What follows belongs to an exercise in optimizing a design on an open flow for small area and a short achievable clock period; a production flow would make more cautious choices.
Only simulation tests tie the RTL to the original design; equivalence was not proved.
No activity file was given, so power comes from the tool's default toggle rates.

===== flow/flow/run.sh =====
#!/bin/bash
# The standard layout (the standard.sh, unchanged synthesis and steps),
# with one change: the port buffers that global placement inserts start as
# the smallest plain buffer instead of the tool's default pick
# (clkdlybuf4s50_1); timing repair still resizes any that are critical.
set -euo pipefail
bash standard.sh BUFFER_PORTS_ARGS="-buffer_cell sky130_fd_sc_hd__buf_1" finish > standard_finish.log 2>&1

===== flow/standard.sh =====
#!/bin/bash
# synth_recipe.tcl (not shown) runs the flow's synth.tcl, then flattens the netlist and writes it again
# the make line also repeats each setting of config.mk as NAME=value (left out here)
make -C /OpenROAD-flow-scripts/flow DESIGN_CONFIG=/design/flow/config.mk WORK_HOME=/design/flow/orfs CLKGATE_MAP_FILE= SYNTH_SCRIPT=/design/flow/synth_recipe.tcl "${@:-finish}"

===== flow/config.mk =====
export PLATFORM = sky130hd
export DESIGN_NAME = id_stage
export DESIGN_NICKNAME = id_stage
export VERILOG_FILES = /design/flow/design.v
export SDC_FILE = /design/flow/constraint.sdc
export NUM_CORES = 4
export LEC_CHECK = 0
export CAP_MARGIN = 20
export CORE_MARGIN = 2
export CORE_UTILIZATION = 40
export SETUP_SLACK_MARGIN = 2.6
export SLEW_MARGIN = 20
export SYNTH_HIERARCHICAL = 1

===== flow/constraint.sdc =====
create_clock -name core_clock -period 5.8 [get_ports {clk}]
set_input_delay 1.1600 -clock core_clock [delete_from_list [all_inputs] [get_ports {clk}]]
set_output_delay 1.1600 -clock core_clock [all_outputs]
set_load 0.01 [all_outputs]

===== flow/design.v =====
package dlx_pkg;
   localparam int DATA_W   = 32;
   localparam int REG_AW   = 5;
   localparam int NUM_REGS = 32;
   localparam int OP_W     = 6;
   localparam logic [OP_W-1:0] OP_RTYPE = 6'h00;
   localparam logic [OP_W-1:0] OP_J     = 6'h02;
   localparam logic [OP_W-1:0] OP_JAL   = 6'h03;
   localparam logic [OP_W-1:0] OP_BEQZ  = 6'h04;
   localparam logic [OP_W-1:0] OP_BNEZ  = 6'h05;
   localparam logic [OP_W-1:0] OP_LW    = 6'h23;
   localparam logic [DATA_W-1:0] NOP      = 32'h0000_0000;
   localparam logic [REG_AW-1:0] LINK_REG = 5'd31;
   typedef struct packed {
      logic [DATA_W-1:0] pc_4;
      logic [DATA_W-1:0] instr;
      logic              valid;
   } ifid_t;
   typedef enum logic [1:0] {
      CLS_R = 2'd0,
      CLS_I = 2'd1,
      CLS_J = 2'd2
   } instr_class_e;
   function automatic logic [1:0] classify(input logic [OP_W-1:0] op);
      case (op)
         OP_RTYPE:      classify = CLS_R;
         OP_J, OP_JAL:  classify = CLS_J;
         default:       classify = CLS_I;
      endcase
   endfunction
   function automatic logic [DATA_W-1:0] sext16(input logic [15:0] v);
      sext16 = {{16{v[15]}}, v};
   endfunction
   function automatic logic [DATA_W-1:0] sext26(input logic [25:0] v);
      sext26 = {{6{v[25]}}, v};
   endfunction
endpackage
import dlx_pkg::*;
module rf_aoi222
(
   input  logic a1, a2, b1, b2, c1, c2,
   output logic y
);
   assign y = !((a1 && a2) || (b1 && b2) || (c1 && c2));
endmodule
module rf_aoi22
(
   input  logic a1, a2, b1, b2,
   output logic y
);
   assign y = !((a1 && a2) || (b1 && b2));
endmodule
module rf_nand11
(
   input  logic [10:0] a,
   output logic        y
);
   assign y = !(&a);
endmodule
module rf_read_bit
(
   input  logic [NUM_REGS-1:1] sel,     
   input  logic [NUM_REGS-1:1] d,       
   input  logic                fw_sel,  
   input  logic                fw_d,    
   output logic                y
);
   logic [10:0] part;
   for (genvar g = 0; g < 10; g++) begin : g_aoi
      rf_aoi222 u_aoi (
         .a1 (sel[3*g+1]), .a2 (d[3*g+1]),
         .b1 (sel[3*g+2]), .b2 (d[3*g+2]),
         .c1 (sel[3*g+3]), .c2 (d[3*g+3]),
         .y  (part[g])
      );
   end
   rf_aoi22 u_aoi_last (
      .a1 (sel[31]), .a2 (d[31]),
      .b1 (fw_sel),  .b2 (fw_d),
      .y  (part[10])
   );
   rf_nand11 u_or (.a(part), .y(y));
endmodule
module rf_read_port
(
   input  logic [NUM_REGS-1:1] sel,
   input  logic [(NUM_REGS-1)*DATA_W-1:0] regs,   
   input  logic                fw_sel,
   input  logic [DATA_W-1:0]   fw_data,
   output logic [DATA_W-1:0]   rdata
);
   for (genvar b = 0; b < DATA_W; b++) begin : g_bit
      logic [NUM_REGS-1:1] d;
      for (genvar r = 1; r < NUM_REGS; r++) begin : g_r
         assign d[r] = regs[(r-1)*DATA_W + b];
      end
      rf_read_bit u_bit (
         .sel    (sel),
         .d      (d),
         .fw_sel (fw_sel),
         .fw_d   (fw_data[b]),
         .y      (rdata[b])
      );
   end
endmodule
import dlx_pkg::*;
module id_hazard
(
   input  logic              reset,
   input  logic              valid,
   input  logic              br,
   input  logic              haz1,
   input  logic              haz2,
   input  logic [REG_AW-1:0] rs1,
   input  logic [REG_AW-1:0] rs2,
   input  logic              ex_mem_read,
   input  logic [REG_AW-1:0] ex_rd,
   input  logic              wb_reg_write,
   input  logic [REG_AW-1:0] wb_rd,
   output logic              stall,
   output logic              taken,
   output logic              pc_write_en,
   output logic              id_valid
);
   assign stall = (ex_mem_read  && ((haz1 && (ex_rd == rs1)) ||
                                    (haz2 && (ex_rd == rs2)))) ||
                  (wb_reg_write && ((haz1 && (wb_rd == rs1)) ||
                                    (haz2 && (wb_rd == rs2))));
   assign taken       = br && !stall;
   assign pc_write_en = reset || !stall;
   assign id_valid    = valid && !stall;
endmodule
module id_target
(
   input  logic [DATA_W-1:0] pc4,
   input  logic [DATA_W-1:0] instr,
   output logic [DATA_W-1:0] target
);
   logic [DATA_W-1:0] imm;
   assign imm    = (dlx_pkg::classify(instr[31:26]) == CLS_J)
                   ? dlx_pkg::sext26(instr[25:0])
                   : dlx_pkg::sext16(instr[15:0]);
   assign target = pc4 + imm;
endmodule
module rf_wdec
(
   input  logic              we,
   input  logic [REG_AW-1:0] waddr,
   output logic [NUM_REGS-1:1] wen
);
   always_comb begin
      for (int i = 1; i < NUM_REGS; i++) begin
         wen[i] = we && (waddr == i[REG_AW-1:0]);
      end
   end
endmodule
module rf_rdec
(
   input  logic [REG_AW-1:0]   raddr,
   input  logic [NUM_REGS-1:1] live,    
   output logic [NUM_REGS-1:1] sel
);
   always_comb begin
      for (int i = 1; i < NUM_REGS; i++) begin
         sel[i] = live[i] && (raddr == i[REG_AW-1:0]);
      end
   end
endmodule
module id_stage
(
   input  logic              clk,
   input  logic              reset,
   input  logic [DATA_W-1:0] add_pc_4_in,
   input  logic [DATA_W-1:0] instruction_in,
   input  logic              wb_reg_write,
   input  logic [REG_AW-1:0] wb_rd,
   input  logic [DATA_W-1:0] wb_data,
   input  logic              ex_mem_read,
   input  logic [REG_AW-1:0] ex_rd,
   output logic [DATA_W-1:0] add_out,
   output logic              mux_pcsrc_out,
   output logic              pc_write_en,
   output logic              id_valid,
   output logic [OP_W-1:0]   id_opcode,
   output logic [REG_AW-1:0] id_rs1,
   output logic [REG_AW-1:0] id_rs2,
   output logic [REG_AW-1:0] id_rd,
   output logic [DATA_W-1:0] id_pc_4,
   output logic [DATA_W-1:0] id_rs1_data,
   output logic [DATA_W-1:0] id_rs2_data,
   output logic [DATA_W-1:0] id_imm
);
   logic [(NUM_REGS-1)*DATA_W-1:0] regs_q;    
   logic [NUM_REGS-1:1]            nz_q;      
   logic [DATA_W-1:0] pc4_q, instr_q;
   logic              valid_q;
   logic [DATA_W-1:0] rs1_data_q, rs2_data_q, target_q;
   logic              haz1_q, haz2_q;    
   logic              br_q;              
   logic              jfmt_q;            
   logic [REG_AW-1:0] rd_q;              
   logic [OP_W-1:0]   opcode;
   logic [REG_AW-1:0] rs1, rs2;
   logic              stall, taken;
   logic [OP_W-1:0]   in_opcode;
   logic [REG_AW-1:0] in_rs1, in_rs2, in_rd;
   logic [1:0]        in_cls;
   logic              in_jfmt, in_haz1, in_haz2;
   logic [DATA_W-1:0] in_target;
   logic [NUM_REGS-1:1] wen, live, sel1, sel2;
   logic                wb_en, wb_nz;
   logic                fwd_in1, fwd_in2, fwd_q1, fwd_q2;
   logic [DATA_W-1:0]   rd1, rd2;
   logic                in_nz1;
   function automatic logic cond(input logic [OP_W-1:0] op, input logic nz);
      case (op)
         OP_BEQZ:      cond = !nz;
         OP_BNEZ:      cond = nz;
         OP_J, OP_JAL: cond = 1'b1;
         default:      cond = 1'b0;
      endcase
   endfunction
   assign opcode = instr_q[31:26];
   assign rs1    = instr_q[25:21];
   assign rs2    = instr_q[20:16];
   id_hazard u_hazard (
      .reset        (reset),
      .valid        (valid_q),
      .br           (br_q),
      .haz1         (haz1_q),
      .haz2         (haz2_q),
      .rs1          (rs1),
      .rs2          (rs2),
      .ex_mem_read  (ex_mem_read),
      .ex_rd        (ex_rd),
      .wb_reg_write (wb_reg_write),
      .wb_rd        (wb_rd),
      .stall        (stall),
      .taken        (taken),
      .pc_write_en  (pc_write_en),
      .id_valid     (id_valid)
   );
   assign in_opcode = instruction_in[31:26];
   assign in_rs1    = instruction_in[25:21];
   assign in_rs2    = instruction_in[20:16];
   assign in_cls    = dlx_pkg::classify(in_opcode);
   assign in_jfmt   = (in_cls == CLS_J);
   assign in_haz1   = (in_cls != CLS_J) && (in_rs1 != '0);
   assign in_haz2   = (in_cls == CLS_R) && (in_rs2 != '0);
   id_target u_target (
      .pc4    (add_pc_4_in),
      .instr  (instruction_in),
      .target (in_target)
   );
   always_comb begin
      case (in_opcode)
         OP_RTYPE:               in_rd = instruction_in[15:11];
         OP_JAL:                 in_rd = LINK_REG;
         OP_J, OP_BEQZ, OP_BNEZ: in_rd = '0;
         default:                in_rd = in_rs2;
      endcase
   end
   assign wb_en   = wb_reg_write && (wb_rd != '0);
   assign wb_nz   = |wb_data;
   assign fwd_in1 = wb_en && (wb_rd == in_rs1);
   assign fwd_in2 = wb_en && (wb_rd == in_rs2);
   assign fwd_q1  = wb_en && (wb_rd == rs1);
   assign fwd_q2  = wb_en && (wb_rd == rs2);
   rf_wdec u_wdec (
      .we    (wb_reg_write),
      .waddr (wb_rd),
      .wen   (wen)
   );
   assign live = nz_q & ~wen;
   rf_rdec u_rdec1 (.raddr(in_rs1), .live(live), .sel(sel1));
   rf_rdec u_rdec2 (.raddr(in_rs2), .live(live), .sel(sel2));
   always_ff @(posedge clk) begin
      for (int i = 1; i < NUM_REGS; i++) begin
         if (wen[i]) regs_q[(i-1)*DATA_W +: DATA_W] <= wb_data;
      end
   end
   always_ff @(posedge clk) begin
      if (reset) begin
         nz_q <= '0;
      end else begin
         for (int i = 1; i < NUM_REGS; i++) begin
            if (wen[i]) nz_q[i] <= wb_nz;
         end
      end
   end
   rf_read_port u_read1 (
      .sel     (sel1),
      .regs    (regs_q),
      .fw_sel  (fwd_in1),
      .fw_data (wb_data),
      .rdata   (rd1)
   );
   rf_read_port u_read2 (
      .sel     (sel2),
      .regs    (regs_q),
      .fw_sel  (fwd_in2),
      .fw_data (wb_data),
      .rdata   (rd2)
   );
   assign in_nz1 = (|sel1) || (fwd_in1 && wb_nz);
   always_ff @(posedge clk) begin
      if (reset) begin
         pc4_q      <= '0;
         instr_q    <= NOP;
         valid_q    <= 1'b0;
         rs1_data_q <= '0;
         rs2_data_q <= '0;
         target_q   <= '0;
         haz1_q     <= 1'b0;
         haz2_q     <= 1'b0;
         br_q       <= 1'b0;
         jfmt_q     <= 1'b0;
         rd_q       <= '0;
      end else if (stall) begin
         if (fwd_q1) begin
            rs1_data_q <= wb_data;
            br_q       <= cond(opcode, wb_nz);
         end
         if (fwd_q2) begin
            rs2_data_q <= wb_data;
         end
      end else if (taken) begin
         pc4_q      <= add_pc_4_in;
         instr_q    <= NOP;
         valid_q    <= 1'b0;
         rs1_data_q <= '0;
         rs2_data_q <= '0;
         target_q   <= add_pc_4_in;
         haz1_q     <= 1'b0;
         haz2_q     <= 1'b0;
         br_q       <= 1'b0;
         jfmt_q     <= 1'b0;
         rd_q       <= '0;
      end else begin
         pc4_q      <= add_pc_4_in;
         instr_q    <= instruction_in;
         valid_q    <= 1'b1;
         rs1_data_q <= rd1;
         rs2_data_q <= rd2;
         target_q   <= in_target;
         haz1_q     <= in_haz1;
         haz2_q     <= in_haz2;
         br_q       <= cond(in_opcode, in_nz1);
         jfmt_q     <= in_jfmt;
         rd_q       <= in_rd;
      end
   end
   assign add_out       = target_q;
   assign mux_pcsrc_out = taken;
   assign id_opcode     = opcode;
   assign id_rs1        = rs1;
   assign id_rs2        = rs2;
   assign id_rd         = rd_q;
   assign id_pc_4       = pc4_q;
   assign id_rs1_data   = rs1_data_q;
   assign id_rs2_data   = rs2_data_q;
   assign id_imm        = jfmt_q ? dlx_pkg::sext26(instr_q[25:0])
                                 : dlx_pkg::sext16(instr_q[15:0]);
endmodule

==> results of run 1 <==
-- kinds of logic after synthesis --
group / synth area share, %
DFF: 67.5
and+or+nand+nor: 8.55
xor gates and xnor gates: 1.22
muxes: 1.30
adders and majority gates: 0.839
buffers and inverters: 0.989
AOI/OAI and AO/OA: 19.6
-- worst max-delay path, delay by kind of cell --
family,cells,cell delay [ns]
buffers and inverters,3,0.37
and+or+nand+nor,6,1.87
AOI/OAI and AO/OA,3,0.66
-- through the flow --
step,power [mW],instances,hold slack [ns],area (um^2)
finish,18.6,5739,0.489,61700
global route,19.1,5735,0.505,61700
CTS,18.5,5599,0.492,59600
detailed placement,10.8,5311,0.477,54500
global placement,10.7,5311,0.468,54500
floorplan,10.3,3357,0.452,50800
-- worst paths after layout --
check	slack, ns	cells after the start	start	to
max	2.36	12	wb_rd[4]	rs2_data_q[28]
min reg2reg	0.49	2	rd_q[4]	rd_q[4]
max reg2reg	2.87	9	instr_q[25]	br_q
min	0.49	2	rd_q[4]	rd_q[4]
-- sequential cells by signal, summed over array words and instances (netlist names) --
signal	count
regs_q	992
rs1_data_q	32
valid_q	1
target_q	32
rd_q	5
rs2_data_q	32
br_q	1
jfmt_q	1
nz_q	31
instr_q	32
haz2_q	1
pc4_q	32
haz1_q	1
-- modules after synthesis, one instance, submodules excluded, excerpt --
module	copies in the design	cells inside	flops+latches	cell area, um^2
rf_aoi222	640	1	0	10.0
rf_aoi22	64	1	0	12.5
rf_wdec	1	46	0	230
rf_rdec	2	47	0	318
rf_nand11	64	4	0	23.8
id_stage	1	1957	1193	38300
id_hazard	1	36	0	283
id_target	1	264	0	1900
-- power by group through the flow --
stage | Combinational (mW) | Clock, mW | Sequential, mW
floorplan | 0.532 | 0 | 9.73
global placement | 1.02 | 0 | 9.72
detailed placement | 1.03 | 0 | 9.72
CTS | 1.10 | 7.86 | 9.54
global route | 1.30 | 8.20 | 9.56
finish | 1.22 | 7.82 | 9.55
-- placed cells by master (no fill, tap or decap), types with 10 or more instances in the layout --
cell	netlist	routed
edfxtp_1	992	992
a222oi_1	640	640
buf_1	9	255
nor2_1	290	250
buf_4	7	200
dfxtp_1	201	199
nand4_1	138	138
clkbuf_16	0	122
a211oi_1	98	94
and3_4	1	93
a22oi_2	65	87
nand3_1	78	77
a22oi_1	97	75
mux2i_1	65	64
a21oi_1	66	60
or3_1	64	55
xnor2_1	54	49
nand2_1	49	46
nor2_4	0	41
buf_6	3	40
buf_12	0	35
clkinv_1	0	26
clkbuf_1	71	25
a21o_1	24	24
clkinv_2	0	18
nor2b_1	42	17
and3_2	3	17
ha_1	32	17
xor2_1	16	16
nor2b_4	0	15
inv_1	17	15
clkbuf_2	0	15
ha_4	0	12
buf_8	0	12
nor2b_2	0	10
bufinv_16	0	10
-- what timing repair did --
action / CTS / global route
resized for setup: 149 / 205
hold buffers: 0 / 0
setup endpoints to repair: 119 / 87
buffers inserted: 46 / 106
pin swaps: 108 / 272
cloned: 18 / 27
-- metal layers --
layer | part of all wire [%] | vias up | track usage (%)
met5 | 0.25 | - | 0
met4 | 6.6 | 15 | 16.2
met3 | 18 | 754 | 10.4
met2 | 41 | 4028 | 44.1
met1 | 35 | 20500 | 40.1
li1 | - | 16600 | -
-- area by class of cell --
class                   instances  area [um^2]
repair buffers                569         3950
clock buffers                 149         3160
fillers                     10600        62300
flip-flops and latches       1193        33800
multi-input cells            2092        17900
clock inverters                75          756
inverters                      17         63.8
well taps                    1637         2050
diodes                          7         17.5
==> impl_metrics.ini, run 1 <==
[cts]
cts_buffer_depth = 3
cts_max_level = 3
cts.sinks = 1193
path_clk_slew_ns = 0.06
insertion_delay_ns = 0.81
tritoncts = done
numCtsBuffers = 121
root_buffer = clkbuf_16

[setup_path]
crit_fanout = 8
cpPeakStageDelay_ns = 0.59
crit_type = in -> reg
arrival_ns = 4.07
worstPathRequired_ns = 6.42
end_kind = register
cp_common_cell = buf_12
cp-start-kind = input pin
cp_slowest_cell = or4b_4
crit_chain = buf_12 -> buf_8 -> or4b_4 -> nor2_4 -> nor2b_4 -> buf_12 -> and3_4 -> a222oi_1 -> nand4_1 -> or3_1 -> a22oi_2 -> a211oi_2

[routing]
drcViolationCount = 0
first_pass_iters = 14
final_antenna_net_count = 0
wl_per_cell_um = 37.9
via_per_inst = 7.29
vias = 41800
drtIter0Drc = 10600
drt-total-wl_um = 217000

[logic_synthesis]
syn_area_per_cell_um2 = 14.9
yosysSeqAreaShare_pct = 67.5
syn-num-nets = 3500
synth_common_cells = 992 x edfxtp_1, 640 x a222oi_1, 290 x nor2_1
synth-edff-count = 992
yosys.area.top_type = edfxtp_1
yosys.area.top_type_share_pct = 59.4
synth_area_leaders = edfxtp_1 59%, a222oi_1 13%, dfxtp_1 8.0%
yosys_warnings = 10
synth_cells = 3357
synth_area_um2 = 50100
synth_flop_cell = edfxtp_1
synth_seq_cells = 1193
yosysMostFrequentCell = edfxtp_1
async_reset_ff_share_pct = 0
ys_types = 79

[power_and_ir_drop]
power.internal_mw = 14.2
p_seq_share_pct = 51.4
power_frac_comb_pct = 6.6
p_clk_share_pct = 42.1
total_leakage_power_nw = 20.1
irDropWorstVdd_uv = 283
switchingPower_mw = 4.41
p_per_area_nw_per_um2 = 301
swShare_pct = 23.7

[floorplan]
die_h_um = 358
start_util_pct = 40.4
core_area_um2 = 124000
die_x_um = 358
rows = 129
dieArea_um2 = 128000
io_pins = 294

[sta]
fmax_ghz = 0.290
setup_viol = 0
relSlewSlack_pct = 25.7
drv_slew = 0
hold_viol = 0
fin_crit_ns = 3.44
fin_crit_sh_pct = 59.4
finClkSkew_ns = 0.0900
layout_setup_ws_ns = 2.36
setup_tns_ns = 0
worstMarginPinSlew_ns = 1.11
rsz0062_at_grt = true

[finish]
final_util_pct = 49.8
syn_to_final_growth_pct = 23.1
drive_gt1_share_pct = 21.1
finalNetCount = 4137

[global_route]
grt_pass1_wl_um = 278000
track_usage_pct = 30.4
antenna_found_initial = 10
grt.overflow.total = 0
grt_max_degree = 85
first_global_vias = 38200

[placed_design]
hpwl_um = 113000
place_congestion = 0.905
post-place-ws_ns = 0.802
io_buffer_count = 293

[outcome]
outcome = timing/DRC/antenna clean

[run]
drv_cap = 0

[hold_path]
min_path_type = reg -> reg
==> run 2, diff against run 1 <==
--- a/flow/design.v
+++ b/flow/design.v
@@ -83,2 +83,12 @@
 endmodule
+module rf_hold
+(
+   input  logic              we,      
+   input  logic              we_n,    
+   input  logic [DATA_W-1:0] wdata,
+   input  logic [DATA_W-1:0] q,
+   output logic [DATA_W-1:0] d
+);
+   assign d = ({DATA_W{we}} & wdata) | ({DATA_W{we_n}} & q);
+endmodule
 module rf_read_port
@@ -225,2 +235,20 @@
    assign rs2    = instr_q[20:16];
+   logic stall_o, taken_o;
+   id_hazard u_hazard_out (
+      .reset        (reset),
+      .valid        (valid_q),
+      .br           (br_q),
+      .haz1         (haz1_q),
+      .haz2         (haz2_q),
+      .rs1          (rs1),
+      .rs2          (rs2),
+      .ex_mem_read  (ex_mem_read),
+      .ex_rd        (ex_rd),
+      .wb_reg_write (wb_reg_write),
+      .wb_rd        (wb_rd),
+      .stall        (stall_o),
+      .taken        (taken_o),
+      .pc_write_en  (pc_write_en),
+      .id_valid     (id_valid)
+   );
    id_hazard u_hazard (
@@ -239,4 +267,4 @@
       .taken        (taken),
-      .pc_write_en  (pc_write_en),
-      .id_valid     (id_valid)
+      .pc_write_en  (),
+      .id_valid     ()
    );
@@ -276,6 +304,14 @@
    rf_rdec u_rdec2 (.raddr(in_rs2), .live(live), .sel(sel2));
+   logic [(NUM_REGS-1)*DATA_W-1:0] regs_d;
+   for (genvar r = 1; r < NUM_REGS; r++) begin : g_hold
+      rf_hold u_hold (
+         .we    (wen[r]),
+         .we_n  (!wen[r]),
+         .wdata (wb_data),
+         .q     (regs_q[(r-1)*DATA_W +: DATA_W]),
+         .d     (regs_d[(r-1)*DATA_W +: DATA_W])
+      );
+   end
    always_ff @(posedge clk) begin
-      for (int i = 1; i < NUM_REGS; i++) begin
-         if (wen[i]) regs_q[(i-1)*DATA_W +: DATA_W] <= wb_data;
-      end
+      regs_q <= regs_d;
    end
@@ -353,3 +389,3 @@
    assign add_out       = target_q;
-   assign mux_pcsrc_out = taken;
+   assign mux_pcsrc_out = taken_o;
    assign id_opcode     = opcode;
--- a/flow/config.mk
+++ b/flow/config.mk
@@ -10,2 +10,5 @@
 export CORE_UTILIZATION = 40
+export CTS_BUF_LIST = sky130_fd_sc_hd__clkbuf_8
+export CTS_CLUSTER_DIAMETER = 50
+export CTS_CLUSTER_SIZE = 14
 export SETUP_SLACK_MARGIN = 2.6
==> impl_metrics.ini, run 2 <==
[outcome]
outcome = timing/DRC/antenna clean

[finish]
final_cell_mix = 1,182 x dfxtp_1, 930 x a22o_1, 640 x a222oi_1
largest_register = regs_q
finalNetCount = 5150
final_common_cell = dfxtp_1
syn_to_final_growth_pct = 14.5
drive_gt1_share_pct = 17.6
largest_reg_flops = 992
fin_cells = 6765
final_util_pct = 46.2

[routing]
drt-total-wl_um = 245000
drcViolationCount = 0
final_antenna_net_count = 0
drtIter0Drc = 12400
vias = 50700
via_per_inst = 7.49
first_pass_iters = 14
wl_per_cell_um = 36.3

[power_and_ir_drop]
p_per_area_nw_per_um2 = 329
total_leakage_power_nw = 23.0
irDropWorstVdd_uv = 208

[hold_path]
min_from = target_q[24]
whs_path_depth = 2
hold_end = target_q[24]
min_path_type = reg -> reg

[sta]
relSlewSlack_pct = 18.5
worstMarginPinSlew_ns = 1.22
fin_crit_ns = 3.60
rsz0062_at_grt = true
setup_viol = 0
fmax_ghz = 0.277
setup_tns_ns = 0
fin_crit_sh_pct = 62.1
drv_slew = 0
finClkSkew_ns = 0.0761
hold_viol = 0

[floorplan]
rows = 131
die_h_um = 363
core_area_um2 = 128000
io_pins = 294
die_x_um = 363
dieArea_um2 = 131000
start_util_pct = 40.3

[logic_synthesis]
syn_area_per_cell_um2 = 11.2
yosys_warnings = 10
synth_cells = 4598
syn-num-nets = 4741
synth_area_um2 = 51400

[setup_path]
end_kind = register
crit_type = in -> reg
cp-start-kind = input pin
worstPathRequired_ns = 6.49
rr_startpoint = instr_q[25]
arrival_ns = 4.30
worstReg2RegEnd = br_q
rr_worst_depth = 10
crit_fanout = 5
r2r_slack_ns = 2.83

[global_route]
first_global_vias = 46200
grt.overflow.total = 0
grt_pass1_wl_um = 331000
antenna_found_initial = 13
grt_max_degree = 204
track_usage_pct = 33.6

[cts]
insertion_delay_ns = 0.92
cts.sinks = 1193
root_buffer = clkbuf_8
tritoncts = done
cts_max_level = 3
cts_buffer_depth = 3
path_clk_slew_ns = 0.08
numCtsBuffers = 121

[placed_design]
dp.cells = 6420
place_congestion = 0.949
hpwl_um = 141000
io_buffer_count = 293

[run]
drv_cap = 0
run 2: cell type report:
class,instances,area (um^2)
repair buffers,542,3680
multi-input cells,3100,26300
fillers,11900,68600
inverters,49,184
clock buffers,135,1860
clock inverters,75,792
flip-flops and latches,1193,23900
well taps,1662,2080
diodes,9,22.5
run 2: worst max-delay path, stage by stage:
cell and delay [ns]:
buf_12 0.11, buf_8 0.12, or4b_4 0.53, nor2_4 0.16, nor2b_4 0.10, and3_4 0.22, a222oi_1 0.63, nand4_1 0.50
or3_4 0.54, a22oi_2 0.12, a211oi_1 0.10
run 2: repair_timing:
action / 4_1_cts / 5_1_grt
gates resized for setup: 139 / 133
buffers inserted: 44 / 44
gates cloned: 11 / 27
hold endpoints to repair: 0 / 0
hold buffers: 0 / 0
pin swaps: 90 / 164
endpoints found under the setup margin: 327 / 85
run 2: power breakdown:
| group | internal (mW) | switching, mW | total, mW |
|---|---|---|---|
| Clock | 2.70 | 3.35 | 6.05 |
| Combinational | 1.27 | 1.12 | 2.39 |
| Sequential | 9.63 | 1.28 | 10.9 |
run 2: worst max path at each step:
| stage | startpoint | end | slack [ns] | depth (start not counted) |
|---|---|---|---|---|
| after floorplan | wb_rd[2] | rs2_data_q[28] | 2.19 | 9 |
| after global placement | wb_rd[2] | rs2_data_q[25] | 0.94 | 11 |
| after detailed placement | wb_rd[2] | rs1_data_q[2] | 0.93 | 11 |
| after CTS | wb_rd[0] | pc_write_en | 2.35 | 7 |
| after global routing | wb_rd[4] | rs1_data_q[30] | 2.28 | 11 |
| final | wb_rd[4] | rs1_data_q[30] | 2.20 | 11 |
run 2: through the flow:
step,cell area [um^2],setup WS [ns],total power [mW],hold slack (ns)
after floorplan,52200,2.19,12.3,0.452
after global placement,54000,0.936,13.1,0.465
after detailed placement,54100,0.931,13.2,0.471
after CTS,57500,2.35,19.2,0.480
after global routing,58900,2.28,20.0,0.500
final,58900,2.20,19.3,0.496
run 2: metal layers:
| layer | global-route usage (%) | wire [um] | vias up |
|---|---|---|---|
| met5 | 0.407 | 250 | - |
| met4 | 23.1 | 21000 | 14 |
| met3 | 8.63 | 35100 | 979 |
| met2 | 48.8 | 100000 | 4456 |
| met1 | 43.5 | 88500 | 24700 |
| li1 | - | - | 20600 |
==> run 3, diff against run 2 <==
--- a/flow/design.v
+++ b/flow/design.v
@@ -148,7 +148,24 @@
 );
-   logic [DATA_W-1:0] imm;
-   assign imm    = (dlx_pkg::classify(instr[31:26]) == CLS_J)
-                   ? dlx_pkg::sext26(instr[25:0])
-                   : dlx_pkg::sext16(instr[15:0]);
-   assign target = pc4 + imm;
+   logic [DATA_W-1:0] imm, g, p, c;
+   assign imm = (dlx_pkg::classify(instr[31:26]) == CLS_J)
+                ? dlx_pkg::sext26(instr[25:0])
+                : dlx_pkg::sext16(instr[15:0]);
+   always_comb begin
+      g = pc4 & imm;
+      p = pc4 ^ imm;
+      for (int d = 1; d < DATA_W; d = d * 2) begin
+         for (int i = 2*d - 1; i < DATA_W; i = i + 2*d) begin
+            g[i] = g[i] | (p[i] & g[i-d]);
+            p[i] = p[i] & p[i-d];
+         end
+      end
+      for (int d = DATA_W / 4; d >= 1; d = d / 2) begin
+         for (int i = 3*d - 1; i < DATA_W; i = i + 2*d) begin
+            g[i] = g[i] | (p[i] & g[i-d]);
+            p[i] = p[i] & p[i-d];
+         end
+      end
+      c = {g[DATA_W-2:0], 1'b0};
+   end
+   assign target = pc4 ^ imm ^ c;
 endmodule
==> flow/flow/run.sh (replaced) <==
#!/bin/bash
# The standard layout (the standard.sh: unchanged synthesis and steps),
# with two changes passed to ORFS as make variables:
#  - the port buffers that global placement inserts start as the smallest
#    plain buffer instead of the tool's default pick (clkdlybuf4s50_1);
#    timing repair still resizes the critical ones;
#  - clock tree synthesis without dummy loads (the clock tree's buffer list
#    and clustering are the same as in config.mk).
set -euo pipefail
bash standard.sh \
  BUFFER_PORTS_ARGS="-buffer_cell sky130_fd_sc_hd__buf_1" \
  CTS_ARGS="-sink_clustering_enable -repair_clock_nets -buf_list sky130_fd_sc_hd__clkbuf_8 -sink_clustering_size 14 -sink_clustering_max_diameter 50 -dont_use_dummy_load" \
  finish > standard_finish.log 2>&1
--- a/flow/config.mk
+++ b/flow/config.mk
@@ -9,3 +9,3 @@
 export CORE_MARGIN = 2
-export CORE_UTILIZATION = 40
+export CORE_UTILIZATION = 45
 export CTS_BUF_LIST = sky130_fd_sc_hd__clkbuf_8
==> impl_metrics.ini, run 3 <==
[outcome]
outcome = timing/DRC/antenna clean

[placed_design]
place_congestion = 0.950
hpwl_um = 133000
post-place-ws_ns = 1.04
io_buffer_count = 293

[cts]
cts_buffer_depth = 3
insertion_delay_ns = 0.90
tritoncts = done
path_clk_slew_ns = 0.09
numCtsBuffers = 133
cts.sinks = 1193
cts_max_level = 4
root_buffer = clkbuf_8

[power_and_ir_drop]
irDropWorstVdd_uv = 185
total_leakage_power_nw = 22.9
p_per_area_nw_per_um2 = 309
p_total_mw = 18.1

[sta]
rsz0062_at_grt = true
finClkSkew_ns = 0.0923
layout_setup_ws_ns = 2.20
setup_tns_ns = 0
relSlewSlack_pct = 19.6
drv_slew = 0
fin_crit_sh_pct = 62.0
fmax_ghz = 0.278
hold_ws_ns = 0.488
setup_viol = 0
hold_viol = 0
fin_crit_ns = 3.60
worstMarginPinSlew_ns = 1.20

[global_route]
gr-max-usage-layer = met2
grt_use_met2_pct = 53.9
grt_pass1_wl_um = 329000
first_global_vias = 46000
track_usage_pct = 38.3
met3_usage_pct = 13.4
use_met1_pct = 48.9
grt_max_degree = 84
antenna_found_initial = 16
grt.overflow.total = 0

[finish]
drive_gt1_share_pct = 19.1
final_util_pct = 52.1
finalNetCount = 5132
final_cell_mix = 1,182 x dfxtp_1, 930 x a22o_1, 640 x a222oi_1
final_common_cell = dfxtp_1
largest_reg_flops = 992
syn_to_final_growth_pct = 14.8
largest_register = regs_q

[routing]
via_per_inst = 7.79
drt-total-wl_um = 248000
final_antenna_net_count = 0
drcViolationCount = 0
drtIter0Drc = 13100
first_pass_iters = 17
vias = 50600
wl_per_cell_um = 38.1

[setup_path]
rr_worst_depth = 7
worstReg2RegEnd = rs1_data_q[30]
setup.worst_path.end = rs1_data_q[30]
rr_startpoint = nz_q[16]
end_kind = register
startpoint = instruction_in[25]
crit_type = in -> reg
worstPathRequired_ns = 6.56
arrival_ns = 4.35
r2r_slack_ns = 2.99
crit_fanout = 33
cp-start-kind = input pin

[floorplan]
rows = 123
io_pins = 294
dieArea_um2 = 116000
start_util_pct = 45.3
core_area_um2 = 112000
die_h_um = 341
die_x_um = 341

[logic_synthesis]
synth_cells = 4501
yosys_warnings = 10
syn_area_per_cell_um2 = 11.3
synth_area_um2 = 51000
syn-num-nets = 4656

[hold_path]
min_path_type = reg -> reg

[run]
drv_cap = 0
==> run 3: layout make-up <==
| class | instances | area, um^2 |
|---|---|---|
| tap | 1500 | 1880 |
| inverter | 63 | 236 |
| timing repair buffer | 596 | 4440 |
| sequential | 1193 | 23900 |
| clock buffer | 133 | 1830 |
| antenna | 20 | 50.0 |
| fill | 10100 | 53900 |
| multi-input combinational | 2990 | 26200 |
==> run 3: worst max-delay path, stage by stage <==
cell	delay [ns]
buf_2	0.34
nor2b_2	0.82
and3_4	0.74
a222oi_1	0.24
nand4_1	0.46
or3_4	0.26
a22oi_1	0.06
a211oi_1	0.24
==> run 3: how the worst min path moves through the flow <==
stage | endpoint | cells after the start | start
6_report | target_q[6] | 2 | target_q[6]
5_1_grt | nz_q[10] | 2 | nz_q[10]
4_1_cts | target_q[7] | 2 | target_q[7]
3_5_place_dp | target_q[7] | 2 | target_q[7]
3_3_place_gp | target_q[18] | 2 | target_q[18]
2_1_floorplan | jfmt_q | 2 | jfmt_q
==> run 3: metal layers <==
metal	vias to the layer above	share of wire, %	routed length, um
li1	20300	-	-
met1	24500	36	87900
met2	4724	40	98200
met3	1106	16	39200
met4	12	8.9	22000
met5	-	0.10	252
==> run 3: power breakdown <==
group          leakage [nW]  internal (mW)  total [mW]  switching (mW)
Clock                 0.956           2.04        4.98            2.94
Combinational          12.0           1.24        2.31            1.07
Sequential             9.91           9.63        10.8            1.18
Total                  22.9           12.9        18.1            5.20
==> run 3: stage by stage <==
step           std cells  cell area, um^2
3_5_place_dp        6164            53400
3_3_place_gp        6164            53400
6_report            6495            58600
4_1_cts             6369            56500
5_1_grt             6480            58500
2_1_floorplan       4501            51700
==> run 3: what timing repair did <==
action | CTS | global route
setup endpoints to repair | 169 | 124
hold buffers | 0 | 0
gates resized for setup | 194 | 206
setup buffers | 58 | 84
gates cloned | 14 | 22
pin swaps | 100 | 223
==> run 4, diff against run 3 <==
--- a/flow/design.v
+++ b/flow/design.v
@@ -45,8 +45,8 @@
 endmodule
-module rf_aoi22
+module rf_nand2
 (
-   input  logic a1, a2, b1, b2,
+   input  logic a, b,
    output logic y
 );
-   assign y = !((a1 && a2) || (b1 && b2));
+   assign y = !(a && b);
 endmodule
@@ -63,4 +63,2 @@
    input  logic [NUM_REGS-1:1] d,       
-   input  logic                fw_sel,  
-   input  logic                fw_d,    
    output logic                y
@@ -76,7 +74,3 @@
    end
-   rf_aoi22 u_aoi_last (
-      .a1 (sel[31]), .a2 (d[31]),
-      .b1 (fw_sel),  .b2 (fw_d),
-      .y  (part[10])
-   );
+   rf_nand2 u_nand_last (.a(sel[31]), .b(d[31]), .y(part[10]));
    rf_nand11 u_or (.a(part), .y(y));
@@ -93,9 +87,29 @@
 endmodule
+module pick3
+(
+   input  logic              sa,
+   input  logic [DATA_W-1:0] a,
+   input  logic              sb,
+   input  logic [DATA_W-1:0] b,
+   input  logic              sc,
+   input  logic [DATA_W-1:0] c,
+   output logic [DATA_W-1:0] y
+);
+   assign y = ({DATA_W{sa}} & a) | ({DATA_W{sb}} & b) | ({DATA_W{sc}} & c);
+endmodule
+module pick2
+(
+   input  logic              sa,
+   input  logic [DATA_W-1:0] a,
+   input  logic              sb,
+   input  logic [DATA_W-1:0] b,
+   output logic [DATA_W-1:0] y
+);
+   assign y = ({DATA_W{sa}} & a) | ({DATA_W{sb}} & b);
+endmodule
 module rf_read_port
 (
-   input  logic [NUM_REGS-1:1] sel,
+   input  logic [NUM_REGS-1:1]            sel,
    input  logic [(NUM_REGS-1)*DATA_W-1:0] regs,   
-   input  logic                fw_sel,
-   input  logic [DATA_W-1:0]   fw_data,
-   output logic [DATA_W-1:0]   rdata
+   output logic [DATA_W-1:0]              rdata
 );
@@ -107,7 +121,5 @@
       rf_read_bit u_bit (
-         .sel    (sel),
-         .d      (d),
-         .fw_sel (fw_sel),
-         .fw_d   (fw_data[b]),
-         .y      (rdata[b])
+         .sel (sel),
+         .d   (d),
+         .y   (rdata[b])
       );
@@ -318,3 +330,3 @@
    );
-   assign live = nz_q & ~wen;
+   assign live = nz_q;
    rf_rdec u_rdec1 (.raddr(in_rs1), .live(live), .sel(sel1));
@@ -343,25 +355,51 @@
    end
-   rf_read_port u_read1 (
-      .sel     (sel1),
-      .regs    (regs_q),
-      .fw_sel  (fwd_in1),
-      .fw_data (wb_data),
-      .rdata   (rd1)
+   rf_read_port u_read1 (.sel(sel1), .regs(regs_q), .rdata(rd1));
+   rf_read_port u_read2 (.sel(sel2), .regs(regs_q), .rdata(rd2));
+   assign in_nz1 = fwd_in1 ? wb_nz : (|sel1);
+   logic load, hold, upd1, hold1, upd2, hold2;
+   logic [DATA_W-1:0] pc4_d, instr_d, target_d, rs1_data_d, rs2_data_d;
+   assign load  = !reset && !stall && !taken;    
+   assign hold  = !reset && stall;               
+   assign upd1  = hold && fwd_q1;                
+   assign hold1 = hold && !fwd_q1;
+   assign upd2  = hold && fwd_q2;
+   assign hold2 = hold && !fwd_q2;
+   pick2 u_pc4_d (
+      .sa (!reset && !stall), .a (add_pc_4_in),
+      .sb (hold),             .b (pc4_q),
+      .y  (pc4_d)
    );
-   rf_read_port u_read2 (
-      .sel     (sel2),
-      .regs    (regs_q),
-      .fw_sel  (fwd_in2),
-      .fw_data (wb_data),
-      .rdata   (rd2)
+   pick2 u_instr_d (
+      .sa (load), .a (instruction_in),
+      .sb (hold), .b (instr_q),
+      .y  (instr_d)
+   );
+   pick3 u_target_d (
+      .sa (load),                      .a (in_target),
+      .sb (!reset && !stall && taken), .b (add_pc_4_in),
+      .sc (hold),                      .c (target_q),
+      .y  (target_d)
+   );
+   pick3 u_rs1_data_d (
+      .sa (load && !fwd_in1),         .a (rd1),
+      .sb ((load && fwd_in1) || upd1), .b (wb_data),
+      .sc (hold1),                     .c (rs1_data_q),
+      .y  (rs1_data_d)
+   );
+   pick3 u_rs2_data_d (
+      .sa (load && !fwd_in2),         .a (rd2),
+      .sb ((load && fwd_in2) || upd2), .b (wb_data),
+      .sc (hold2),                     .c (rs2_data_q),
+      .y  (rs2_data_d)
    );
-   assign in_nz1 = (|sel1) || (fwd_in1 && wb_nz);
+   always_ff @(posedge clk) begin
+      pc4_q      <= pc4_d;
+      instr_q    <= instr_d;
+      target_q   <= target_d;
+      rs1_data_q <= rs1_data_d;
+      rs2_data_q <= rs2_data_d;
+   end
    always_ff @(posedge clk) begin
       if (reset) begin
-         pc4_q      <= '0;
-         instr_q    <= NOP;
          valid_q    <= 1'b0;
-         rs1_data_q <= '0;
-         rs2_data_q <= '0;
-         target_q   <= '0;
          haz1_q     <= 1'b0;
@@ -373,15 +411,6 @@
          if (fwd_q1) begin
-            rs1_data_q <= wb_data;
             br_q       <= cond(opcode, wb_nz);
          end
-         if (fwd_q2) begin
-            rs2_data_q <= wb_data;
-         end
       end else if (taken) begin
-         pc4_q      <= add_pc_4_in;
-         instr_q    <= NOP;
          valid_q    <= 1'b0;
-         rs1_data_q <= '0;
-         rs2_data_q <= '0;
-         target_q   <= add_pc_4_in;
          haz1_q     <= 1'b0;
@@ -392,8 +421,3 @@
       end else begin
-         pc4_q      <= add_pc_4_in;
-         instr_q    <= instruction_in;
          valid_q    <= 1'b1;
-         rs1_data_q <= rd1;
-         rs2_data_q <= rd2;
-         target_q   <= in_target;
          haz1_q     <= in_haz1;
==> impl_metrics.ini, run 4 <==
[power_and_ir_drop]
switchingPower_mw = 5.05
p_per_area_nw_per_um2 = 329
p_clk_share_pct = 28.0
p_seq_share_pct = 60.2
total_leakage_power_nw = 22.3
swShare_pct = 28.1
power.internal_mw = 12.9
power_frac_comb_pct = 11.8
irDropWorstVdd_uv = 163

[logic_synthesis]
yosys_warnings = 10
synth_area_um2 = 49400
syn_area_per_cell_um2 = 11.6
syn-num-nets = 4410
synth_cells = 4255

[finish]
final_cell_mix = 1,182 x dfxtp_1, 991 x a22o_1, 736 x a222oi_1
fillers = 9750
drive_gt1_share_pct = 14.5
final_util_pct = 50.2
multi_input_area_um2 = 23300
register_area_um2 = 23900
finalNetCount = 4803
final_common_cell = dfxtp_1
largest_register = regs_q
syn_to_final_growth_pct = 10.5
largest_reg_flops = 992

[cts]
numCtsBuffers = 136
root_buffer = clkbuf_8
tritoncts = done
path_clk_slew_ns = 0.09
cts.sinks = 1193
cts_buffer_depth = 3
cts_max_level = 4
insertion_delay_ns = 0.87
ctsHoldBuffers = 0

[global_route]
antenna_found_initial = 13
grt_pass1_wl_um = 312000
track_usage_pct = 37.5
gr-max-usage-layer = met2
grt_max_degree = 106
met3_usage_pct = 11.1
grt.overflow.total = 0
use_met1_pct = 49.8
first_global_vias = 44200
grt_use_met2_pct = 52.2

[setup_path]
worstPathRequired_ns = 6.55
crit_fanout = 8
cpPeakStageDelay_ns = 0.54
cp_common_cell = inv_1
crit_type = in -> reg
cp_slowest_cell = fa_2
startpoint = instruction_in[15]
arrival_ns = 4.16
rr_startpoint = instr_q[21]
end_kind = register
cp-start-kind = input pin
critical_path_buf_inv_count = 5
critPathTopFamily = compound AO/OA/AOI/OAI gates
crit_chain = buf_2 -> inv_1 -> a31oi_4 -> a41o_1 -> ha_1 -> a21oi_2 -> o21bai_1 -> a21oi_2 -> o221a_2 -> a22oi_2 -> buf_4 -> a31oi_2 -> fa_2 -> inv_1 -> a222oi_1 -> inv_1

[floorplan]
start_util_pct = 45.4
rows = 121
io_pins = 294
dieArea_um2 = 112000
die_h_um = 335
core_area_um2 = 109000
die_x_um = 335

[sta]
hold_viol = 0
fmax_ghz = 0.293
setup_tns_ns = 0
drv_slew = 0
fin_crit_sh_pct = 58.8
rsz0062_at_grt = true
finClkSkew_ns = 0.0773
worstMarginPinSlew_ns = 1.22
fin_crit_ns = 3.41
setup_viol = 0
relSlewSlack_pct = 18.4

[routing]
drt-total-wl_um = 228000
final_antenna_net_count = 0
first_pass_iters = 14
drcViolationCount = 0
drtIter0Drc = 12300
vias = 47400
via_per_inst = 7.82
wl_per_cell_um = 37.6

[hold_path]
min_path_type = reg -> reg
min_from = rd_q[4]

[placed_design]
io_buffer_count = 293
place_congestion = 0.963
hpwl_um = 125000

[run]
drv_cap = 0

[outcome]
outcome = timing/DRC/antenna clean
==> run 4: changes by cell type in the layout (fill, tap and decap cells not counted), moves of 54 or more <==
| cell | change |
|---|---|
| a222oi_1 | +96 |
| a22oi_1 | -59 |
| a211oi_1 | -54 |
| a22oi_2 | -100 |
| inv_1 | +96 |
| nor2_1 | -197 |
| a22o_1 | +61 |
| mux2i_1 | -59 |
| nand2_1 | +82 |
==> run 4: power groups by stage <==
stage / registers [mW] / clock network (mW) / logic [mW]
floorplan: 10.6 / 0 / 1.43
global placement: 10.9 / 0 / 1.91
detailed placement: 10.9 / 0 / 1.98
CTS: 10.7 / 5.03 / 2.03
global route: 10.9 / 5.32 / 2.28
finish: 10.8 / 5.03 / 2.12
==> run 4: repair_timing <==
item | in CTS | in global routing
pin swaps | 32 | 85
cloned | 1 | 7
setup endpoints to repair | 453 | 95
resized for setup | 131 | 105
buffers inserted | 26 | 38
==> run 4: final cells by class <==
class / count / share of cell area (%)
diodes: 7 / 0.0321
clock buffers: 136 / 3.43
inverters: 162 / 1.12
multi-input cells: 2654 / 42.7
flip-flops and latches: 1193 / 43.8
well taps: 1414 / 3.24
repair buffers: 501 / 5.64
==> run 4: final timing paths <==
path	end	slack, ns	depth (start not counted)
setup / recovery	target_q[28]	2.39	16
setup reg to reg	rs2_data_q[10]	2.77	12
hold / removal	rd_q[4]	0.45	2
hold reg to reg	rd_q[4]	0.45	2
==> run 4: layer usage <==
metal | share of wire, % | vias to the layer above
li1 | - | 19100
met1 | 36 | 22700
met2 | 40 | 4723
met3 | 16 | 876
met4 | 7.6 | 10
met5 | 0.081 | -
==> run 4: tightest hold or removal path, cell delays in order, from the launching register on <==
cell     delay (ns)
dfxtp_1        0.31
nand2_1        0.05
nand2_1        0.04
==> run 4: metrics by stage <==
stage          instances  worst slack [ns]  cell area, um^2  hold slack [ns]  total power, mW
2_1_floorplan       4255              1.85            49500            0.422             12.0
3_3_place_gp        5851              1.21            51300            0.431             12.8
3_5_place_dp        5851              1.19            51300            0.434             12.8
4_1_cts             6014              2.47            53700            0.448             17.8
5_1_grt             6063              2.29            54600            0.460             18.5
6_report            6067              2.39            54600            0.446             17.9
==> run 5, diff against run 4 <==
--- a/flow/design.v
+++ b/flow/design.v
@@ -52,3 +52,3 @@
 endmodule
-module rf_nand11
+module rf_and11
 (
@@ -57,3 +57,3 @@
 );
-   assign y = !(&a);
+   assign y = &a;
 endmodule
@@ -63,3 +63,3 @@
    input  logic [NUM_REGS-1:1] d,       
-   output logic                y
+   output logic                y_n      
 );
@@ -75,3 +75,3 @@
    rf_nand2 u_nand_last (.a(sel[31]), .b(d[31]), .y(part[10]));
-   rf_nand11 u_or (.a(part), .y(y));
+   rf_and11 u_or (.a(part), .y(y_n));
 endmodule
@@ -99,2 +99,14 @@
 endmodule
+module pick3n
+(
+   input  logic              sa,
+   input  logic [DATA_W-1:0] a_n,
+   input  logic              sb,
+   input  logic [DATA_W-1:0] b,
+   input  logic              sc,
+   input  logic [DATA_W-1:0] c,
+   output logic [DATA_W-1:0] y
+);
+   assign y = ({DATA_W{sa}} & ~a_n) | ({DATA_W{sb}} & b) | ({DATA_W{sc}} & c);
+endmodule
 module pick2
@@ -113,3 +125,3 @@
    input  logic [(NUM_REGS-1)*DATA_W-1:0] regs,   
-   output logic [DATA_W-1:0]              rdata
+   output logic [DATA_W-1:0]              rdata_n    
 );
@@ -123,3 +135,3 @@
          .d   (d),
-         .y   (rdata[b])
+         .y_n (rdata_n[b])
       );
@@ -160,24 +172,6 @@
 );
-   logic [DATA_W-1:0] imm, g, p, c;
-   assign imm = (dlx_pkg::classify(instr[31:26]) == CLS_J)
-                ? dlx_pkg::sext26(instr[25:0])
-                : dlx_pkg::sext16(instr[15:0]);
-   always_comb begin
-      g = pc4 & imm;
-      p = pc4 ^ imm;
-      for (int d = 1; d < DATA_W; d = d * 2) begin
-         for (int i = 2*d - 1; i < DATA_W; i = i + 2*d) begin
-            g[i] = g[i] | (p[i] & g[i-d]);
-            p[i] = p[i] & p[i-d];
-         end
-      end
-      for (int d = DATA_W / 4; d >= 1; d = d / 2) begin
-         for (int i = 3*d - 1; i < DATA_W; i = i + 2*d) begin
-            g[i] = g[i] | (p[i] & g[i-d]);
-            p[i] = p[i] & p[i-d];
-         end
-      end
-      c = {g[DATA_W-2:0], 1'b0};
-   end
-   assign target = pc4 ^ imm ^ c;
+   logic [DATA_W-1:0] t16, t26;
+   assign t16    = pc4 + dlx_pkg::sext16(instr[15:0]);
+   assign t26    = pc4 + dlx_pkg::sext26(instr[25:0]);
+   assign target = (dlx_pkg::classify(instr[31:26]) == CLS_J) ? t26 : t16;
 endmodule
@@ -201,5 +195,9 @@
 );
+   logic [3:0] lo;    
+   logic [7:0] hi;    
+   rf_dec2 u_lo (.a(raddr[1:0]), .y(lo));
+   rf_dec3 u_hi (.a(raddr[4:2]), .y(hi));
    always_comb begin
       for (int i = 1; i < NUM_REGS; i++) begin
-         sel[i] = live[i] && (raddr == i[REG_AW-1:0]);
+         sel[i] = live[i] && lo[i % 4] && hi[i / 4];
       end
@@ -207,2 +205,20 @@
 endmodule
+module rf_dec2
+(
+   input  logic [1:0] a,
+   output logic [3:0] y
+);
+   always_comb begin
+      for (int k = 0; k < 4; k++) y[k] = (a == k[1:0]);
+   end
+endmodule
+module rf_dec3
+(
+   input  logic [2:0] a,
+   output logic [7:0] y
+);
+   always_comb begin
+      for (int k = 0; k < 8; k++) y[k] = (a == k[2:0]);
+   end
+endmodule
 module id_stage
@@ -251,3 +267,3 @@
    logic                fwd_in1, fwd_in2, fwd_q1, fwd_q2;
-   logic [DATA_W-1:0]   rd1, rd2;
+   logic [DATA_W-1:0]   rd1_n, rd2_n;
    logic                in_nz1;
@@ -355,4 +371,4 @@
    end
-   rf_read_port u_read1 (.sel(sel1), .regs(regs_q), .rdata(rd1));
-   rf_read_port u_read2 (.sel(sel2), .regs(regs_q), .rdata(rd2));
+   rf_read_port u_read1 (.sel(sel1), .regs(regs_q), .rdata_n(rd1_n));
+   rf_read_port u_read2 (.sel(sel2), .regs(regs_q), .rdata_n(rd2_n));
    assign in_nz1 = fwd_in1 ? wb_nz : (|sel1);
@@ -382,12 +398,12 @@
    );
-   pick3 u_rs1_data_d (
-      .sa (load && !fwd_in1),         .a (rd1),
-      .sb ((load && fwd_in1) || upd1), .b (wb_data),
-      .sc (hold1),                     .c (rs1_data_q),
+   pick3n u_rs1_data_d (
+      .sa (load && !fwd_in1),         .a_n (rd1_n),
+      .sb ((load && fwd_in1) || upd1), .b   (wb_data),
+      .sc (hold1),                     .c   (rs1_data_q),
       .y  (rs1_data_d)
    );
-   pick3 u_rs2_data_d (
-      .sa (load && !fwd_in2),         .a (rd2),
-      .sb ((load && fwd_in2) || upd2), .b (wb_data),
-      .sc (hold2),                     .c (rs2_data_q),
+   pick3n u_rs2_data_d (
+      .sa (load && !fwd_in2),         .a_n (rd2_n),
+      .sb ((load && fwd_in2) || upd2), .b   (wb_data),
+      .sc (hold2),                     .c   (rs2_data_q),
       .y  (rs2_data_d)
==> impl_metrics.ini, run 5 <==
[setup_path]
end_kind = register
worstPathRequired_ns = 6.52
crit_type = in -> reg
rr_startpoint = instr_q[20]
arrival_ns = 3.99
worstReg2RegEnd = rs2_data_q[10]
rr_worst_depth = 10
cp-start-kind = input pin
crit_fanout = 6
r2r_slack_ns = 2.81

[global_route]
first_global_vias = 43800
grt.overflow.total = 0
antenna_found_initial = 3
track_usage_pct = 36.5
grt_pass1_wl_um = 308000
grt_max_degree = 70

[cts]
tritoncts = done
path_clk_slew_ns = 0.08
numCtsBuffers = 120
root_buffer = clkbuf_8
cts.sinks = 1193
insertion_delay_ns = 0.86
cts_buffer_depth = 3
cts_max_level = 3

[hold_path]
min_from = rd_q[4]
hold_end = rd_q[4]
min_path_type = reg -> reg
whs_path_depth = 2

[routing]
final_antenna_net_count = 0
vias = 46700
highest_layer = met4
met2WireLength_um = 88700
first_pass_iters = 14
via_per_inst = 7.58
drcViolationCount = 0
drt-met1-wl_um = 82800
drt-total-wl_um = 219000
wl_per_cell_um = 35.4
drtIter0Drc = 9623
met3WireLength_um = 31100

[power_and_ir_drop]
irDropWorstVdd_uv = 186
total_leakage_power_nw = 21.2
p_per_area_nw_per_um2 = 323

[sta]
fin_crit_ns = 3.27
worstMarginPinSlew_ns = 1.29
drv_slew = 0
hold_viol = 0
relSlewSlack_pct = 14.1
fmax_ghz = 0.306
fin_crit_sh_pct = 56.3
rsz0062_at_grt = true
setup_tns_ns = 0
setup_viol = 0
finClkSkew_ns = 0.0801

[floorplan]
die_h_um = 338
start_util_pct = 45.3
die_x_um = 338
io_pins = 294
core_area_um2 = 111000
rows = 122
dieArea_um2 = 114000

[finish]
finalNetCount = 4821
final_cell_mix = 1,182 x dfxtp_1, 991 x a22o_1, 672 x a222oi_1
drive_gt1_share_pct = 14.4
final_common_cell = dfxtp_1
syn_to_final_growth_pct = 8.85
fin_cells = 6166
largest_register = regs_q
largest_reg_flops = 992

[logic_synthesis]
synth_area_um2 = 50100
syn_area_per_cell_um2 = 11.5
synth_cells = 4345
yosys_warnings = 12
syn-num-nets = 4488

[placed_design]
place_congestion = 0.940
dp.cells = 6012
hpwl_um = 126000
io_buffer_count = 293

[run]
drv_cap = 0

[outcome]
outcome = timing/DRC/antenna clean
## run 5: worst max-delay path by stage
stage	from	endpoint	slack, ns	cells after the start
2_1_floorplan	instruction_in[30]	target_q[29]	2.18	13
6_report	instruction_in[30]	target_q[29]	2.53	15
4_1_cts	ex_rd[1]	pc_write_en	2.57	6
3_3_place_gp	wb_data[26]	br_q	1.46	8
5_1_grt	instruction_in[30]	target_q[29]	2.46	15
3_5_place_dp	wb_rd[4]	rs1_data_q[15]	1.37	7
## run 5: cell type report
class / count / area [um^2]
Clock buffer: 120 / 1650
Fill cell: 10100 / 56000
Tap cell: 1488 / 1860
Timing Repair Buffer: 471 / 2710
Multi-Input combinational cell: 2809 / 24000
Antenna cell: 2 / 5.00
Inverter: 83 / 313
Sequential cell: 1193 / 23900
## run 5: repair_timing
action / 4_1_cts / 5_1_grt
cloned: 0 / 0
pin swaps: 3 / 30
gates resized for setup: 59 / 100
setup buffers: 5 / 25
setup endpoints to repair: 258 / 95
hold buffers: 0 / 0
## run 5: layer usage
metal  vias up  global-route usage, %
met5         -                      0
met4         0                   23.6
met3       749                   11.7
met2      4014                   51.3
met1     22600                   47.8
li1      19400                      -
## run 5: through the flow
stage          power (mW)  hold slack, ns  util, %  setup WS [ns]  instance area [um^2]
2_1_floorplan        12.1           0.422        -           2.18                 50300
3_3_place_gp         12.8           0.430     47.1           1.46                 52100
3_5_place_dp         12.9           0.435     47.1           1.37                 52100
4_1_cts              17.5           0.449     48.8           2.57                 53900
5_1_grt              18.2           0.471     49.3           2.46                 54500
6_report             17.6           0.450     49.3           2.53                 54500
## run 5: power by group
part / internal (mW) / switching, mW / total (mW) / leakage (nW)
registers: 9.63 / 1.13 / 10.8 / 9.91
clock network: 1.82 / 2.85 / 4.67 / 0.863
logic: 1.22 / 0.959 / 2.18 / 10.5
## run 5: worst max-delay path: stages
cell	delay, ns
buf_8	0.10
nor2_4	0.17
a31oi_4	0.14
buf_6	0.14
a41o_4	0.27
ha_4	0.26
a21o_1	0.19
a31oi_1	0.17
o221ai_1	0.14
o21bai_4	0.20
a221o_2	0.40
a21oi_2	0.15
xnor2_1	0.08
a222oi_1	0.33
inv_1	0.07
==> run 6, diff against run 5 <==
--- a/flow/config.mk
+++ b/flow/config.mk
@@ -13,2 +13,3 @@
 export CTS_CLUSTER_SIZE = 14
+export PLACE_DENSITY = 0.75
 export SETUP_SLACK_MARGIN = 2.6
==> impl_metrics.ini, run 6 <==
[placed_design]
place_area_um2 = 52200
place_congestion = 0.964
hpwl_um = 121000
io_buffer_count = 293

[floorplan]
die_h_um = 338
die_x_um = 338
io_pins = 294
dieArea_um2 = 114000
start_util_pct = 45.3
core_area_um2 = 111000
rows = 122

[setup_path]
arrival_ns = 4.00
crit_type = in -> reg
end_kind = register
crit_fanout = 18
cp-start-kind = input pin
worstPathRequired_ns = 6.44

[logic_synthesis]
syn-num-nets = 4488
synth_area_um2 = 50100
yosys_warnings = 12
synth_cells = 4345
syn_area_per_cell_um2 = 11.5

[cts]
cts_buffer_depth = 3
path_clk_slew_ns = 0.08
ctsHoldBuffers = 0
cts_max_level = 3
cts.sinks = 1193
root_buffer = clkbuf_8
insertion_delay_ns = 0.88
numCtsBuffers = 111
tritoncts = done

[sta]
worstMarginPinSlew_ns = 1.27
finClkSkew_ns = 0.149
fin_crit_sh_pct = 58.0
setup_tns_ns = 0
relSlewSlack_pct = 15.4
rsz0062_at_grt = true
fmax_ghz = 0.297
fin_crit_ns = 3.36
setup_viol = 0
drv_slew = 0
hold_viol = 0

[power_and_ir_drop]
p_clk_share_pct = 25.6
p_per_area_nw_per_um2 = 320
irDropWorstVdd_uv = 209
power.internal_mw = 12.5
switchingPower_mw = 4.92
swShare_pct = 28.2
total_leakage_power_nw = 21.4
power_frac_comb_pct = 12.7
p_seq_share_pct = 61.7

[run]
drv_cap = 0

[finish]
largest_register = regs_q
syn_to_final_growth_pct = 9.08
largest_reg_flops = 992
final_util_pct = 49.4
finalNetCount = 4839
final_cell_mix = 1,182 x dfxtp_1, 992 x a22o_1, 672 x a222oi_1
drive_gt1_share_pct = 14.4
fin_area_um2 = 54600
final_common_cell = dfxtp_1

[global_route]
grt_pass1_wl_um = 297000
grt_max_degree = 106
track_usage_pct = 34.3
grt.overflow.total = 0
antenna_found_initial = 6
first_global_vias = 46000

[routing]
drtIter0Drc = 12300
vias = 48300
first_pass_iters = 17
wl_per_cell_um = 33.5
final_antenna_net_count = 0
drcViolationCount = 0
via_per_inst = 7.80
drt-total-wl_um = 207000

[hold_path]
min_path_type = reg -> reg

[outcome]
outcome = timing/DRC/antenna clean
[run 6: area by class of cell]
cell class	instances	area, um^2
Antenna cell	7	17.5
Clock buffer	111	1530
Fill cell	9876	55900
Inverter	83	317
Multi-Input combinational cell	2809	24000
Sequential cell	1193	23900
Tap cell	1488	1860
Timing Repair Buffer	498	2940
[run 6: path summary, 6_finish.rpt]
path | start | to | slack, ns | cells past startpoint
setup / recovery | instruction_in[21] | rs1_data_q[24] | 2.44 | 8
hold / removal | rd_q[2] | rd_q[2] | 0.45 | 2
setup reg to reg | instr_q[18] | rs2_data_q[27] | 2.84 | 8
hold reg to reg | rd_q[2] | rd_q[2] | 0.45 | 2
[run 6: power groups by stage]
| stage | combinational, mW | clock [mW] | sequential [mW] |
|---|---|---|---|
| final | 2.21 | 4.47 | 10.8 |
| after global routing | 2.36 | 4.75 | 10.9 |
| after CTS | 2.12 | 4.45 | 10.7 |
| after detailed placement | 2.08 | 0 | 10.8 |
| after global placement | 2.00 | 0 | 10.8 |
| after floorplan | 1.53 | 0 | 10.6 |
[run 6: layer usage]
metal / share of wire [%] / track usage (%) / routed length (um) / up-vias
met2: 40 / 48.2 / 83700 / 4818
li1: - / - / - / 19400
met5: 0.035 / 0.511 / 72 / -
met1: 35 / 42.5 / 72400 / 23100
met3: 17 / 13.3 / 34900 / 947
met4: 7.9 / 24.6 / 16400 / 2
[run 6: through the flow]
step	hold slack, ns	setup slack, ns	power (mW)	std cells
after CTS	0.452	2.57	17.3	6168
after floorplan	0.422	2.18	12.1	4345
after detailed placement	0.439	1.37	12.9	6041
final	0.449	2.44	17.5	6189
after global routing	0.472	2.51	18.0	6189
after global placement	0.431	1.41	12.8	6041
[run 6: worst max-delay path, stage by stage]
cell	delay [ns]
buf_2	0.19
nor2_1	0.54
and3_1	1.02
buf_4	0.44
a222oi_1	0.18
nand4_1	0.23
nor3_2	0.09
o21ai_1	0.13
[run 6: repair_timing]
action / in CTS / in global routing
resized for setup: 113 / 52
pin swaps: 30 / 41
buffers inserted: 16 / 11
setup endpoints to repair: 373 / 44
cloned: 0 / 0
==> run 7, diff against run 6 <==
--- a/flow/config.mk
+++ b/flow/config.mk
@@ -13,4 +13,3 @@
 export CTS_CLUSTER_SIZE = 14
-export PLACE_DENSITY = 0.75
-export SETUP_SLACK_MARGIN = 2.6
+export SETUP_SLACK_MARGIN = 2.5
 export SLEW_MARGIN = 20
==> impl_metrics.ini, run 7 <==
[power_and_ir_drop]
p_per_area_nw_per_um2 = 325
irDropWorstVdd_uv = 216
total_leakage_power_nw = 20.9
p_total_mw = 17.6

[hold_path]
whs_path_depth = 2
min_path_type = reg -> reg
hold_end = rd_q[4]
min_from = rd_q[4]

[sta]
fmax_ghz = 0.287
hold_viol = 0
setup_tns_ns = 0
drv_slew = 0
fin_crit_ns = 3.49
finClkSkew_ns = 0.0971
rsz0062_at_grt = false
fin_crit_sh_pct = 60.2
setup_viol = 0
hold_ws_ns = 0.455
worstMarginPinSlew_ns = 1.28
relSlewSlack_pct = 14.5

[outcome]
outcome = timing/DRC/antenna clean

[logic_synthesis]
synth_cells = 4345
synth_area_um2 = 50100
syn-num-nets = 4488
syn_area_per_cell_um2 = 11.5
yosys_warnings = 12

[finish]
syn_to_final_growth_pct = 7.83
largest_register = regs_q
multi_input_area_um2 = 23800
finalNetCount = 4793
largest_reg_flops = 992
final_cell_mix = 1,182 x dfxtp_1, 991 x a22o_1, 672 x a222oi_1
fin_area_um2 = 54000
final_common_cell = dfxtp_1
fillers = 10200
drive_gt1_share_pct = 13.2
register_area_um2 = 23900

[global_route]
first_global_vias = 44100
grt_pass1_wl_um = 309000
track_usage_pct = 36.5
antenna_found_initial = 2
grt_max_degree = 93
grt.overflow.total = 0

[setup_path]
crit_type = in -> reg
arrival_ns = 4.24
cp-start-kind = input pin
crit_fanout = 32
r2r_slack_ns = 2.95
worstPathRequired_ns = 6.56
worstReg2RegEnd = target_q[2]
end_kind = register
rr_worst_depth = 9
rr_startpoint = instr_q[17]

[floorplan]
dieArea_um2 = 114000
io_pins = 294
core_area_um2 = 111000
rows = 122
die_h_um = 338
start_util_pct = 45.3
die_x_um = 338

[routing]
drcViolationCount = 0
drtIter0Drc = 10400
via_per_inst = 7.66
vias = 47000
wl_per_cell_um = 35.6
first_pass_iters = 14
final_antenna_net_count = 0
drt-total-wl_um = 219000

[cts]
tritoncts = done
cts_max_level = 3
insertion_delay_ns = 0.86
path_clk_slew_ns = 0.07
cts.sinks = 1193
cts_buffer_depth = 3
root_buffer = clkbuf_8
ctsHoldBuffers = 0
numCtsBuffers = 119

[run]
drv_cap = 0

[placed_design]
place_area_um2 = 52100
place_congestion = 0.926
hpwl_um = 128000
io_buffer_count = 293
==> run 7: layout make-up <==
type	instances	area share, %
Clock buffer	119	3.03
Timing Repair Buffer	444	4.49
Antenna cell	2	0.00927
Sequential cell	1193	44.3
Tap cell	1488	3.45
Inverter	83	0.579
Multi-Input combinational cell	2809	44.2
==> run 7: critical path, stage by stage <==
cell,delay (ns)
buf_1,0.44
nor2b_1,0.64
and3_2,1.19
a222oi_1,0.22
nand4_1,0.34
nor3_2,0.08
o21ai_1,0.12
==> run 7: how the worst max path moves through the flow <==
stage	startpoint	end	slack, ns	cells past startpoint
after global placement	wb_rd[4]	rs1_data_q[6]	1.45	10
after floorplan	instruction_in[30]	target_q[29]	2.18	13
after CTS	wb_rd[0]	pc_write_en	2.49	7
final	instruction_in[16]	rs2_data_q[3]	2.31	7
after detailed placement	wb_rd[2]	rs2_data_q[3]	1.35	8
after global routing	wb_rd[1]	pc_write_en	2.48	6
==> run 7: metrics by stage <==
stage,cells,utilization [%],worst slack [ns]
after detailed placement,6008,47.1,1.35
after CTS,6129,48.7,2.49
after global routing,6138,48.8,2.48
after floorplan,4345,-,2.18
final,6138,48.8,2.31
after global placement,6005,47.1,1.45
==> run 7: report_power, final <==
part           switching (mW)  leakage (nW)  internal, mW
Sequential               1.15          9.91          9.63
Clock                    2.85         0.856          1.81
Combinational           0.941          10.2          1.18
==> run 7: repair_timing <==
item                                    CTS  global route
resized for setup                        38            33
setup buffers                             2             5
pin swaps                                 2             2
endpoints found under the setup margin  139            60
==> run 7: layer usage <==
layer  part of all wire, %  track usage [%]  vias up
met1                    38             48.9    22700
met5                     0                0        -
met3                    14             9.99      807
met4                   7.2             23.2        0
li1                      -                -    19300
met2                    41             51.7     4236

## re-timing with driven ports
The results above use ideal ports. As a check the final layouts listed here were re-extracted and re-timed, cells and wires unchanged. Step 1: set_driving_cell puts a clkbuf_16 on clk and a buf_2 on each other input, an assumption about the parent block. Step 2 times the ports against the registers' clock, not the clock port: input delays grow and output delays shrink by t, the midpoint of the rising clock arrivals with the driver on. a / b / c = ideal / step 1 / step 2; a / b = the first two.
run | t (ns) | setup slack, ns | latest minus earliest clock arrival (ns) | worst register clock-pin slew, ns | cell pins on the clock port's net
run 1 | 0.842 | 2.357 / 2.366 / 1.525 | 0.102 / 0.101 | 0.07 / 0.07 | 1
run 2 | 0.969 | 2.196 / 2.218 / 1.249 | 0.077 / 0.078 | 0.10 / 0.10 | 1
run 3 | 0.924 | 2.203 / 2.259 / 1.335 | 0.095 / 0.095 | 0.10 / 0.10 | 1
run 4 | 0.917 | 2.388 / 2.431 / 1.514 | 0.078 / 0.078 | 0.10 / 0.10 | 1
run 5 | 0.895 | 2.535 / 2.535 / 1.674 | 0.083 / 0.083 | 0.10 / 0.10 | 1
run 6 | 0.871 | 2.436 / 2.489 / 1.618 | 0.174 / 0.174 | 0.10 / 0.10 | 1
run 7 | 0.893 | 2.311 / 2.362 / 1.469 | 0.098 / 0.097 | 0.10 / 0.10 | 1
After both steps setup and hold are still met in every run listed. The setup slack of run 2, which loses most, moves by +0.022 ns with the drivers and by -0.947 ns with both steps.
